What follows belongs to an exercise in optimizing a design on an open flow for small area, a short achievable clock period and few clock cycles per item; a production flow would make more cautious choices.
Where RTL was checked, it was by simulation tests only, not by an equivalence proof against the original.

==> module mult_arbiter, before the edit <==
module mult_arbiter #(
    parameter bit RR_EN = 1'b1
) (
    input  logic               clk,
    input  logic               rst,
    input  logic               req0_valid,
    input  logic signed [31:0] req0_a,
    input  logic signed [31:0] req0_b,
    output logic               req0_ready,
    input  logic               req1_valid,
    input  logic signed [31:0] req1_a,
    input  logic signed [31:0] req1_b,
    output logic               req1_ready,
    output logic               res_valid,
    input  logic               res_ready,
    output logic signed [63:0] res_data,
    output logic               res_id,
    output logic               busy
);
    logic               r_last_grant;
    logic               r_ptr;
    logic               r_v1;
    logic               r_id1;
    logic        [31:0] r_a;
    logic        [15:0] r_one;
    logic        [15:0] r_two;
    logic        [15:0] r_neg;
    logic               r_res_valid;
    logic               r_res_id;
    logic        [63:0] r_res_s0;
    logic      [62-1:0] r_res_s1;
    logic               w_turn;
    logic               w_turn_next;
    logic               w_ptr_next;
    logic               w_s1_free;
    logic               w_accept;
    logic               w_load_out;
    logic        [63:0] w_s0;
    logic      [62-1:0] w_s1;
    logic        [63:0] w_s1_x;
    logic        [31:0] w_b;
    logic        [32:0] w_bx;
    logic        [15:0] w_one;
    logic        [15:0] w_two;
    logic        [15:0] w_neg;
    assign w_turn     = RR_EN ? !r_last_grant : 1'b0;
    assign w_load_out = r_v1 && (!r_res_valid || res_ready);
    assign w_s1_free  = !r_v1 || !r_res_valid || res_ready;
    assign req0_ready = !rst && w_s1_free && req0_valid && !r_ptr && (!w_turn || !req1_valid);
    assign req1_ready = !rst && w_s1_free && req1_valid &&  r_ptr && ( w_turn || !req0_valid);
    assign w_accept   = req0_ready || req1_ready;
    assign w_turn_next = (RR_EN && w_accept) ? !r_ptr : w_turn;
    assign w_ptr_next  = w_turn_next ? (req1_valid || !req0_valid) : (req1_valid && !req0_valid);
    assign w_b  = r_ptr ? req1_b : req0_b;
    assign w_bx = {w_b, 1'b0};
    for (genvar j = 0; j < 16; j++) begin : g_enc
        assign w_one[j] = w_bx[2*j+1] ^ w_bx[2*j];
        assign w_two[j] = (w_bx[2*j+2] & ~w_bx[2*j+1] & ~w_bx[2*j]) |
                          (~w_bx[2*j+2] & w_bx[2*j+1] & w_bx[2*j]);
        assign w_neg[j] = w_bx[2*j+2] & ~(w_bx[2*j+1] & w_bx[2*j]);
    end
    booth_tree u_tree (
        .i_a   (r_a),
        .i_one (r_one),
        .i_two (r_two),
        .i_neg (r_neg),
        .o_s0  (w_s0),
        .o_s1  (w_s1)
    );
    always_ff @(posedge clk or posedge rst) begin
        if (rst) begin
            r_last_grant <= 1'b1;
            r_ptr        <= 1'b0;
            r_v1         <= 1'b0;
            r_res_valid  <= 1'b0;
        end else begin
            if (w_accept) r_last_grant <= r_ptr;
            r_ptr       <= w_ptr_next;
            r_v1        <= w_accept || (r_v1 && !w_load_out);
            r_res_valid <= w_load_out || (r_res_valid && !res_ready);
        end
    end
    always_ff @(posedge clk) begin
        if (w_s1_free) begin
            r_a   <= r_ptr ? req1_a : req0_a;
            r_one <= w_one;
            r_two <= w_two;
            r_neg <= w_neg;
            r_id1 <= r_ptr;
        end
        if (w_load_out) begin
            r_res_s0   <= w_s0;
            r_res_s1   <= w_s1;
            r_res_id   <= r_id1;
        end
    end
    assign res_valid = r_res_valid;
    assign w_s1_x    = {1'b0, r_res_s1[61], r_res_s1[60], r_res_s1[59], r_res_s1[58], r_res_s1[57], r_res_s1[56], r_res_s1[55], r_res_s1[54], r_res_s1[53], r_res_s1[52], r_res_s1[51], r_res_s1[50], r_res_s1[49], r_res_s1[48], r_res_s1[47], r_res_s1[46], r_res_s1[45], r_res_s1[44], r_res_s1[43], r_res_s1[42], r_res_s1[41], r_res_s1[40], r_res_s1[39], r_res_s1[38], r_res_s1[37], r_res_s1[36], r_res_s1[35], r_res_s1[34], r_res_s1[33], r_res_s1[32], r_res_s1[31], r_res_s1[30], r_res_s1[29], r_res_s1[28], r_res_s1[27], r_res_s1[26], r_res_s1[25], r_res_s1[24], r_res_s1[23], r_res_s1[22], r_res_s1[21], r_res_s1[20], r_res_s1[19], r_res_s1[18], r_res_s1[17], r_res_s1[16], r_res_s1[15], r_res_s1[14], r_res_s1[13], r_res_s1[12], r_res_s1[11], r_res_s1[10], r_res_s1[9], r_res_s1[8], r_res_s1[7], r_res_s1[6], r_res_s1[5], r_res_s1[4], r_res_s1[3], r_res_s1[2], r_res_s1[1], 1'b0, r_res_s1[0]};
    assign res_data  = r_res_s0 + w_s1_x;
    assign res_id    = r_res_id;
    assign busy      = r_v1 || r_res_valid;
endmodule
==> flow/config.mk <==
export PLATFORM = sky130hd
export DESIGN_NAME = mult_arbiter
export DESIGN_NICKNAME = mult_arbiter
export VERILOG_FILES = /design/flow/design.v
export SDC_FILE = /design/flow/constraint.sdc
export NUM_CORES = 4
export LEC_CHECK = 0
export CAP_MARGIN = 20
export CORE_MARGIN = 2
export CORE_UTILIZATION = 60
export SETUP_SLACK_MARGIN = 5
export SLEW_MARGIN = 20
==> flow/constraint.sdc <==
create_clock -name core_clock -period 10.0 [get_ports {clk}]
set_input_delay 2.0000 -clock core_clock [delete_from_list [all_inputs] [get_ports {clk}]]
set_output_delay 2.0000 -clock core_clock [all_outputs]
set_load 0.01 [all_outputs]
standard.sh (not shown) runs the stock make flow with config.mk's settings and CLKGATE_MAP_FILE= SYNTH_SCRIPT=/design/flow/synth_recipe.tcl, a recipe that flattens the netlist after the stock synthesis.
==> flow/flow/run.sh <==
#!/bin/bash
# Standard ORFS layout (the standard.sh) with these changes:
#  - synthesis skips Yosys's internal "abc -fast" pre-mapping (synth -noabc),
#    so extract_fa maps the RTL's full adders without inverter pairs;
#  - the final abc mapping uses flow/abc.script (abc "map" instead of "&nf");
#  - port buffers use the smallest buffer cell (buf_1);
set -euo pipefail
HERE=$(pwd)
{
  sed -n '1s/-noshare {\*}/-noshare -noabc {*}/p' synth_recipe.tcl
  cat <<EOT
proc abc {args} {
  set i [lsearch -exact \$args -script]
  if {\$i >= 0} { set args [lreplace \$args [expr {\$i+1}] [expr {\$i+1}] $HERE/flow/abc.script] }
  yosys abc {*}\$args
}
EOT
  sed '1d' synth_recipe.tcl
} > flow_synth.tcl
grep -q -- '-noabc' flow_synth.tcl
sed "s#SYNTH_SCRIPT=[^ ]*#SYNTH_SCRIPT=$HERE/flow_synth.tcl#" standard.sh > flow_standard.sh
grep -q "SYNTH_SCRIPT=$HERE/flow_synth.tcl" flow_standard.sh
export BUFFER_PORTS_ARGS="-buffer_cell sky130_fd_sc_hd__buf_1"
EXTRA=()
if [[ -f flow/make_args.txt ]]; then
  while read -r l; do [[ -n "$l" ]] && EXTRA+=("$l"); done < flow/make_args.txt
fi
bash flow_standard.sh "${EXTRA[@]}" finish > flow_make.log 2>&1
==> flow/flow/abc.script <==
strash
dch
map -B 0.9
topo
stime -c
buffer -c
upsize -c
dnsize -c
==> flow/flow/make_args.txt <==
SETUP_SLACK_MARGIN=5.3
The baseline produced a clean layout.
Next try:
--- a/flow/design.v
+++ b/flow/design.v
@@ -2503,11 +2503,11 @@
     logic               r_last_grant;
     logic               r_ptr;
     logic               r_v1;
     logic               r_id1;
-    logic        [31:0] r_a;
-    logic        [15:0] r_one;
-    logic        [15:0] r_two;
+    logic        [31:0] r_a_n;
+    logic        [15:0] r_one_n;
+    logic        [15:0] r_two_n;
     logic        [15:0] r_neg;
     logic               r_res_valid;
     logic               r_res_id;
     logic        [63:0] r_res_s0;
@@ -2542,11 +2542,11 @@
                           (~w_bx[2*j+2] & w_bx[2*j+1] & w_bx[2*j]);
         assign w_neg[j] = w_bx[2*j+2] & ~(w_bx[2*j+1] & w_bx[2*j]);
     end
     booth_tree u_tree (
-        .i_a   (r_a),
-        .i_one (r_one),
-        .i_two (r_two),
+        .i_a   (~r_a_n),
+        .i_one (~r_one_n),
+        .i_two (~r_two_n),
         .i_neg (r_neg),
         .o_s0  (w_s0),
         .o_s1  (w_s1)
     );
@@ -2564,11 +2564,11 @@
         end
     end
     always_ff @(posedge clk) begin
         if (w_s1_free) begin
-            r_a   <= r_ptr ? req1_a : req0_a;
-            r_one <= w_one;
-            r_two <= w_two;
+            r_a_n   <= ~(r_ptr ? req1_a : req0_a);
+            r_one_n <= ~w_one;
+            r_two_n <= ~w_two;
             r_neg <= w_neg;
             r_id1 <= r_ptr;
         end
         if (w_load_out) begin
Outcome:
- setup slack is worse by 0.045 ns
- first-iteration DRC count goes down by 3.0%
- worst hold slack improves by 0.016 ns
- utilization falls by 0.97 points
Function was not checked in any run of this note: the RTL went through the layout flow alone.

---

Another version of the RTL of mult_arbiter (not shown whole).
For scale: about 200 flip-flops, roughly 200 I/O pins, about 0.029 mm² of cells after synthesis.
export LEC_CHECK = 0
export CAP_MARGIN = 20
export CORE_MARGIN = 2
export CORE_UTILIZATION = 60
export SETUP_SLACK_MARGIN = 5
export SLEW_MARGIN = 20
export TNS_END_PERCENT = 0
create_clock -name core_clock -period 10.0 [get_ports {clk}]
Scripts as last shown in full above: flow/flow/run.sh, flow/flow/abc.script, flow/flow/make_args.txt
==> next run, changes <==
--- a/flow/design.v
+++ b/flow/design.v
@@ -2942,37 +2942,30 @@
     input  logic               res_ready,
     output logic signed [63:0] res_data,
     output logic               res_id,
     output logic               busy
 );
     logic               r_last_grant;
-    logic               r_ptr;
     logic               r_v1;
     logic               r_id1;
     logic        [31:0] r_a_n;
     logic        [15:0] r_one_n;
     logic        [15:0] r_two_n;
     logic        [15:0] r_neg;
     logic               r_res_valid;
     logic               r_room;
-    logic               r_ok0a;
-    logic               r_ok0b;
-    logic               r_ok1a;
-    logic               r_ok1b;
+    logic               r_turn;
     logic               r_res_id;
     logic      [16-1:0] r_res_lo;
     logic               r_res_lc;
     logic      [63-16:0] r_res_h0;
     logic      [47-1:0] r_res_h1;
     logic               w_turn;
-    logic               w_turn_next;
-    logic               w_ptr_next;
-    logic               w_can_grant;
+    logic               w_pick1;
     logic               w_v1_next;
     logic               w_res_valid_next;
-    logic               w_turn_reg_next;
     logic               w_s1_free;
     logic               w_accept;
     logic               w_load_out;
     logic        [63:0] w_s0;
     logic      [62-1:0] w_s1;
     logic        [63:0] w_s1_x;
@@ -2982,25 +2975,21 @@
     logic        [31:0] w_b;
     logic        [32:0] w_bx;
     logic        [15:0] w_one;
     logic        [15:0] w_two;
     logic        [15:0] w_neg;
     assign w_turn     = RR_EN ? !r_last_grant : 1'b0;
+    assign w_pick1    = req1_valid && (!req0_valid || w_turn);
     assign w_load_out = r_v1 && (!r_res_valid || res_ready);
     assign w_s1_free  = !r_v1 || !r_res_valid || res_ready;
-    assign req0_ready = !rst && req0_valid && (r_room || res_ready) && (r_ok0a || (r_ok0b && !req1_valid));
-    assign req1_ready = !rst && req1_valid && (r_room || res_ready) && (r_ok1a || (r_ok1b && !req0_valid));
+    assign req0_ready = !rst && req0_valid && (r_room || res_ready) && (!req1_valid || !r_turn);
+    assign req1_ready = !rst && req1_valid && (r_room || res_ready) && (!req0_valid ||  r_turn);
     assign w_accept   = req0_ready || req1_ready;
-    assign w_can_grant = r_ptr ? (req1_valid && (w_turn || !req0_valid))
-                               : (req0_valid && (!w_turn || !req1_valid));
-    assign w_turn_next = (RR_EN && w_can_grant) ? !r_ptr : w_turn;
-    assign w_ptr_next  = w_turn_next ? (req1_valid || !req0_valid) : (req1_valid && !req0_valid);
     assign w_v1_next        = w_accept || (r_v1 && !w_load_out);
     assign w_res_valid_next = w_load_out || (r_res_valid && !res_ready);
-    assign w_turn_reg_next  = RR_EN ? !(w_accept ? r_ptr : r_last_grant) : 1'b0;
-    assign w_b  = r_ptr ? req1_b : req0_b;
+    assign w_b  = w_pick1 ? req1_b : req0_b;
     assign w_bx = {w_b, 1'b0};
     for (genvar j = 0; j < 16; j++) begin : g_enc
         assign w_one[j] = w_bx[2*j+1] ^ w_bx[2*j];
         assign w_two[j] = (w_bx[2*j+2] & ~w_bx[2*j+1] & ~w_bx[2*j]) |
                           (~w_bx[2*j+2] & w_bx[2*j+1] & w_bx[2*j]);
         assign w_neg[j] = w_bx[2*j+2] & ~(w_bx[2*j+1] & w_bx[2*j]);
@@ -3013,39 +3002,31 @@
         .o_s0  (w_s0),
         .o_s1  (w_s1)
     );
     always_ff @(posedge clk or posedge rst) begin
         if (rst) begin
             r_last_grant <= 1'b1;
-            r_ptr        <= 1'b0;
             r_v1         <= 1'b0;
             r_res_valid  <= 1'b0;
             r_room       <= 1'b1;
-            r_ok0a       <= 1'b1;
-            r_ok0b       <= 1'b0;
-            r_ok1a       <= 1'b0;
-            r_ok1b       <= 1'b0;
+            r_turn       <= 1'b0;
         end else begin
-            if (w_accept) r_last_grant <= r_ptr;
-            r_ptr       <= w_ptr_next;
+            if (w_accept) r_last_grant <= w_pick1;
             r_v1        <= w_v1_next;
             r_res_valid <= w_res_valid_next;
             r_room      <= !(w_v1_next && w_res_valid_next);
-            r_ok0a      <= !w_ptr_next && !w_turn_reg_next;
-            r_ok0b      <= !w_ptr_next &&  w_turn_reg_next;
-            r_ok1a      <=  w_ptr_next &&  w_turn_reg_next;
-            r_ok1b      <=  w_ptr_next && !w_turn_reg_next;
+            r_turn      <= RR_EN && !(w_accept ? w_pick1 : r_last_grant);
         end
     end
     always_ff @(posedge clk) begin
         if (w_s1_free) begin
-            r_a_n   <= ~(r_ptr ? req1_a : req0_a);
+            r_a_n   <= ~(w_pick1 ? req1_a : req0_a);
             r_one_n <= ~w_one;
             r_two_n <= ~w_two;
             r_neg <= w_neg;
-            r_id1 <= r_ptr;
+            r_id1 <= w_pick1;
         end
         if (w_load_out) begin
             r_res_lo   <= w_lo;
             r_res_lc   <= w_lo_c;
             r_res_h0   <= w_s0[63:16];
             r_res_h1   <= {w_s1[61], w_s1[60], w_s1[59], w_s1[58], w_s1[57], w_s1[56], w_s1[55], w_s1[54], w_s1[53], w_s1[52], w_s1[51], w_s1[50], w_s1[49], w_s1[48], w_s1[47], w_s1[46], w_s1[45], w_s1[44], w_s1[43], w_s1[42], w_s1[41], w_s1[40], w_s1[39], w_s1[38], w_s1[37], w_s1[36], w_s1[35], w_s1[34], w_s1[33], w_s1[32], w_s1[31], w_s1[30], w_s1[29], w_s1[28], w_s1[27], w_s1[26], w_s1[25], w_s1[24], w_s1[23], w_s1[22], w_s1[21], w_s1[20], w_s1[19], w_s1[18], w_s1[17], w_s1[16], w_s1[15]};
What happened: The changed run passed the timing, design-rule and antenna checks; cell area hardly moves; count of clock-buffer cells in the layout went down by 9; first-iteration DRC count is lower by 8.5%; wire length falls by 1.2%; worst setup slack gets better by 0.091 ns; critical path depth goes down by 8; utilization barely changes; sequential cell count shrinks by 4; via count came out lower by 0.33%; final cell count barely changes; global-route usage shrinks by 0.19 points.
Testbench counts after the change, summed over its fixed seeds: cycles 2,064, items 2,048.
The RTL of the first run of this note was laid out without a check of its function.

---

Another version of the RTL of mult_arbiter (not shown whole).
For scale: about 2900 cells after synthesis.
==> module mult_arbiter, before the edit <==
module mult_arbiter #(
    parameter bit RR_EN = 1'b1
) (
    input  logic               clk,
    input  logic               rst,
    input  logic               req0_valid,
    input  logic signed [31:0] req0_a,
    input  logic signed [31:0] req0_b,
    output logic               req0_ready,
    input  logic               req1_valid,
    input  logic signed [31:0] req1_a,
    input  logic signed [31:0] req1_b,
    output logic               req1_ready,
    output logic               res_valid,
    input  logic               res_ready,
    output logic signed [63:0] res_data,
    output logic               res_id,
    output logic               busy
);
    logic               r_last_grant;
    logic               r_v1;
    logic               r_id1;
    logic        [31:0] r_a_n;
    logic        [15:0] r_one_n;
    logic        [15:0] r_two_n;
    logic        [15:0] r_neg_n;
    logic               r_res_valid;
    logic               r_room;
    logic               r_turn;
    logic               r_res_id;
    logic      [16-1:0] r_res_lo;
    logic               r_res_lc;
    logic      [63-16:0] r_res_h0;
    logic      [47-1:0] r_res_h1;
    logic               w_turn;
    logic               w_pick1;
    logic               w_v1_next;
    logic               w_res_valid_next;
    logic               w_s1_free;
    logic               w_accept;
    logic               w_load_out;
    logic        [63:0] w_s0;
    logic      [62-1:0] w_s1;
    logic        [63:0] w_s1_x;
    logic      [16-1:0] w_lo;
    logic               w_lo_c;
    logic      [63-16:0] w_h1_x;
    logic        [31:0] w_b;
    logic        [32:0] w_bx;
    logic        [15:0] w_one;
    logic        [15:0] w_two;
    logic        [15:0] w_neg;
    assign w_turn     = RR_EN ? !r_last_grant : 1'b0;
    assign w_pick1    = req1_valid && (!req0_valid || w_turn);
    assign w_load_out = r_v1 && (!r_res_valid || res_ready);
    assign w_s1_free  = !r_v1 || !r_res_valid || res_ready;
    assign req0_ready = !rst && req0_valid && (r_room || res_ready) && (!req1_valid || !r_turn);
    assign req1_ready = !rst && req1_valid && (r_room || res_ready) && (!req0_valid ||  r_turn);
    assign w_accept   = req0_ready || req1_ready;
    assign w_v1_next        = w_accept || (r_v1 && !w_load_out);
    assign w_res_valid_next = w_load_out || (r_res_valid && !res_ready);
    assign w_b  = w_pick1 ? req1_b : req0_b;
    assign w_bx = {w_b, 1'b0};
    for (genvar j = 0; j < 16; j++) begin : g_enc
        assign w_one[j] = w_bx[2*j+1] ^ w_bx[2*j];
        assign w_two[j] = (w_bx[2*j+2] & ~w_bx[2*j+1] & ~w_bx[2*j]) |
                          (~w_bx[2*j+2] & w_bx[2*j+1] & w_bx[2*j]);
        assign w_neg[j] = w_bx[2*j+2] & ~(w_bx[2*j+1] & w_bx[2*j]);
    end
    booth_tree u_tree (
        .i_a   (~r_a_n),
        .i_one (~r_one_n),
        .i_two (~r_two_n),
        .i_neg (~r_neg_n),
        .o_s0  (w_s0),
        .o_s1  (w_s1)
    );
    always_ff @(posedge clk or posedge rst) begin
        if (rst) begin
            r_last_grant <= 1'b1;
            r_v1         <= 1'b0;
            r_res_valid  <= 1'b0;
            r_room       <= 1'b1;
            r_turn       <= 1'b0;
        end else begin
            if (w_accept) r_last_grant <= w_pick1;
            r_v1        <= w_v1_next;
            r_res_valid <= w_res_valid_next;
            r_room      <= !(w_v1_next && w_res_valid_next);
            r_turn      <= RR_EN && !(w_accept ? w_pick1 : r_last_grant);
        end
    end
    always_ff @(posedge clk) begin
        if (w_s1_free) begin
            r_a_n   <= ~(w_pick1 ? req1_a : req0_a);
            r_one_n <= ~w_one;
            r_two_n <= ~w_two;
            r_neg_n <= ~w_neg;
            r_id1 <= w_pick1;
        end
        if (w_load_out) begin
            r_res_lo   <= w_lo;
            r_res_lc   <= w_lo_c;
            r_res_h0   <= w_s0[63:16];
            r_res_h1   <= {w_s1[61], w_s1[60], w_s1[59], w_s1[58], w_s1[57], w_s1[56], w_s1[55], w_s1[54], w_s1[53], w_s1[52], w_s1[51], w_s1[50], w_s1[49], w_s1[48], w_s1[47], w_s1[46], w_s1[45], w_s1[44], w_s1[43], w_s1[42], w_s1[41], w_s1[40], w_s1[39], w_s1[38], w_s1[37], w_s1[36], w_s1[35], w_s1[34], w_s1[33], w_s1[32], w_s1[31], w_s1[30], w_s1[29], w_s1[28], w_s1[27], w_s1[26], w_s1[25], w_s1[24], w_s1[23], w_s1[22], w_s1[21], w_s1[20], w_s1[19], w_s1[18], w_s1[17], w_s1[16], w_s1[15]};
            r_res_id   <= r_id1;
        end
    end
    assign res_valid = r_res_valid;
    assign w_s1_x = {1'b0, w_s1[61], w_s1[60], w_s1[59], w_s1[58], w_s1[57], w_s1[56], w_s1[55], w_s1[54], w_s1[53], w_s1[52], w_s1[51], w_s1[50], w_s1[49], w_s1[48], w_s1[47], w_s1[46], w_s1[45], w_s1[44], w_s1[43], w_s1[42], w_s1[41], w_s1[40], w_s1[39], w_s1[38], w_s1[37], w_s1[36], w_s1[35], w_s1[34], w_s1[33], w_s1[32], w_s1[31], w_s1[30], w_s1[29], w_s1[28], w_s1[27], w_s1[26], w_s1[25], w_s1[24], w_s1[23], w_s1[22], w_s1[21], w_s1[20], w_s1[19], w_s1[18], w_s1[17], w_s1[16], w_s1[15], w_s1[14], w_s1[13], w_s1[12], w_s1[11], w_s1[10], w_s1[9], w_s1[8], w_s1[7], w_s1[6], w_s1[5], w_s1[4], w_s1[3], w_s1[2], w_s1[1], 1'b0, w_s1[0]};
    assign {w_lo_c, w_lo} = w_s0[16-1:0] + w_s1_x[16-1:0];
    assign w_h1_x = {1'b0, r_res_h1[46], r_res_h1[45], r_res_h1[44], r_res_h1[43], r_res_h1[42], r_res_h1[41], r_res_h1[40], r_res_h1[39], r_res_h1[38], r_res_h1[37], r_res_h1[36], r_res_h1[35], r_res_h1[34], r_res_h1[33], r_res_h1[32], r_res_h1[31], r_res_h1[30], r_res_h1[29], r_res_h1[28], r_res_h1[27], r_res_h1[26], r_res_h1[25], r_res_h1[24], r_res_h1[23], r_res_h1[22], r_res_h1[21], r_res_h1[20], r_res_h1[19], r_res_h1[18], r_res_h1[17], r_res_h1[16], r_res_h1[15], r_res_h1[14], r_res_h1[13], r_res_h1[12], r_res_h1[11], r_res_h1[10], r_res_h1[9], r_res_h1[8], r_res_h1[7], r_res_h1[6], r_res_h1[5], r_res_h1[4], r_res_h1[3], r_res_h1[2], r_res_h1[1], r_res_h1[0]};
    final_adder u_add (
        .i_x (r_res_h0),
        .i_y (w_h1_x),
        .i_c (r_res_lc),
        .o_s (res_data[63:16])
    );
    assign res_data[16-1:0] = r_res_lo;
    assign res_id    = r_res_id;
    assign busy      = r_v1 || r_res_valid;
endmodule
==> flow/config.mk <==
export PLATFORM = sky130hd
export DESIGN_NAME = mult_arbiter
export DESIGN_NICKNAME = mult_arbiter
export VERILOG_FILES = /design/flow/design.v
export SDC_FILE = /design/flow/constraint.sdc
export NUM_CORES = 4
export LEC_CHECK = 0
export CAP_MARGIN = 20
export CORE_MARGIN = 2
export CORE_UTILIZATION = 60
export SETUP_SLACK_MARGIN = 5
export SLEW_MARGIN = 20
==> flow/constraint.sdc <==
create_clock -name core_clock -period 10.0 [get_ports {clk}]
set_input_delay 2.0000 -clock core_clock [delete_from_list [all_inputs] [get_ports {clk}]]
set_output_delay 2.0000 -clock core_clock [all_outputs]
set_load 0.01 [all_outputs]
Scripts as last shown in full above: flow/flow/run.sh, flow/flow/abc.script, flow/flow/make_args.txt
The baseline finished clean.
Rerun with:
--- a/flow/design.v
+++ b/flow/design.v
@@ -2948,11 +2948,11 @@
     logic               r_v1;
     logic               r_id1;
     logic        [31:0] r_a_n;
     logic        [15:0] r_one_n;
     logic        [15:0] r_two_n;
-    logic        [15:0] r_neg_n;
+    logic        [15:0] r_neg;
     logic               r_res_valid;
     logic               r_room;
     logic               r_turn;
     logic               r_res_id;
     logic      [16-1:0] r_res_lo;
@@ -2996,11 +2996,11 @@
     end
     booth_tree u_tree (
         .i_a   (~r_a_n),
         .i_one (~r_one_n),
         .i_two (~r_two_n),
-        .i_neg (~r_neg_n),
+        .i_neg (r_neg),
         .o_s0  (w_s0),
         .o_s1  (w_s1)
     );
     always_ff @(posedge clk or posedge rst) begin
         if (rst) begin
@@ -3020,11 +3020,11 @@
     always_ff @(posedge clk) begin
         if (w_s1_free) begin
             r_a_n   <= ~(w_pick1 ? req1_a : req0_a);
             r_one_n <= ~w_one;
             r_two_n <= ~w_two;
-            r_neg_n <= ~w_neg;
+            r_neg <= w_neg;
             r_id1 <= w_pick1;
         end
         if (w_load_out) begin
             r_res_lo   <= w_lo;
             r_res_lc   <= w_lo_c;
=> The changed run finished with timing, DRC and antenna clean; design area fell slightly; non-clock buffer count rose by 1; cell count hardly moves; routed wire length fell by a little under a tenth.
Testbench counts after the change, summed over its fixed seeds: cycles 2,064, items 2,048.
No functional check of the RTL was part of the first run of this note.

## port drivers added, routing unchanged
The flow's constraints put no driver on any port. The routed layouts listed below were extracted and timed again, unchanged, in two steps.
Step 1 (the two cells are an assumption about what drives the block):
set clk [get_ports {clk}]
set_driving_cell -lib_cell sky130_fd_sc_hd__clkbuf_16 $clk
set_driving_cell -lib_cell sky130_fd_sc_hd__buf_2 [delete_from_list [all_inputs] $clk]
Step 2 also shifts input and output timing later by t, the mid clock arrival at the registers, as if the neighbouring blocks saw the same clock.
Slacks: no drivers / after step 1 / after step 2; pairs: no drivers / after step 1.
run | t (ns) | setup slack, ns | hold slack, ns | worst setup path after step 2 | worst slew at a driven data input, ns
the first run of note 1 | 0.623 | 5.305 / 5.267 / 5.267 | 0.419 / 0.419 / 0.419 | input to output | 0.04
the second run of note 1 | 0.605 | 5.260 / 5.211 / 5.211 | 0.434 / 0.434 / 0.434 | input to output | 0.05
the first run of note 2 | 0.621 | 5.228 / 5.168 / 5.298 | 0.428 / 0.428 / 0.428 | register to register | 0.06
the second run of note 2 | 0.566 | 5.319 / 5.262 / 5.298 | 0.441 / 0.441 / 0.441 | input to output | 0.06
the first run of note 3 | 0.571 | 5.360 / 5.298 / 5.361 | 0.428 / 0.428 / 0.428 | input to output | 0.06
the second run of note 3 | 0.567 | 5.353 / 5.294 / 5.369 | 0.441 / 0.441 / 0.441 | input to output | 0.06
After both steps setup and hold are still met in every run listed. The setup slack of the second run of note 1, which loses most, moves by -0.049 ns with the drivers and by -0.049 ns with both steps.
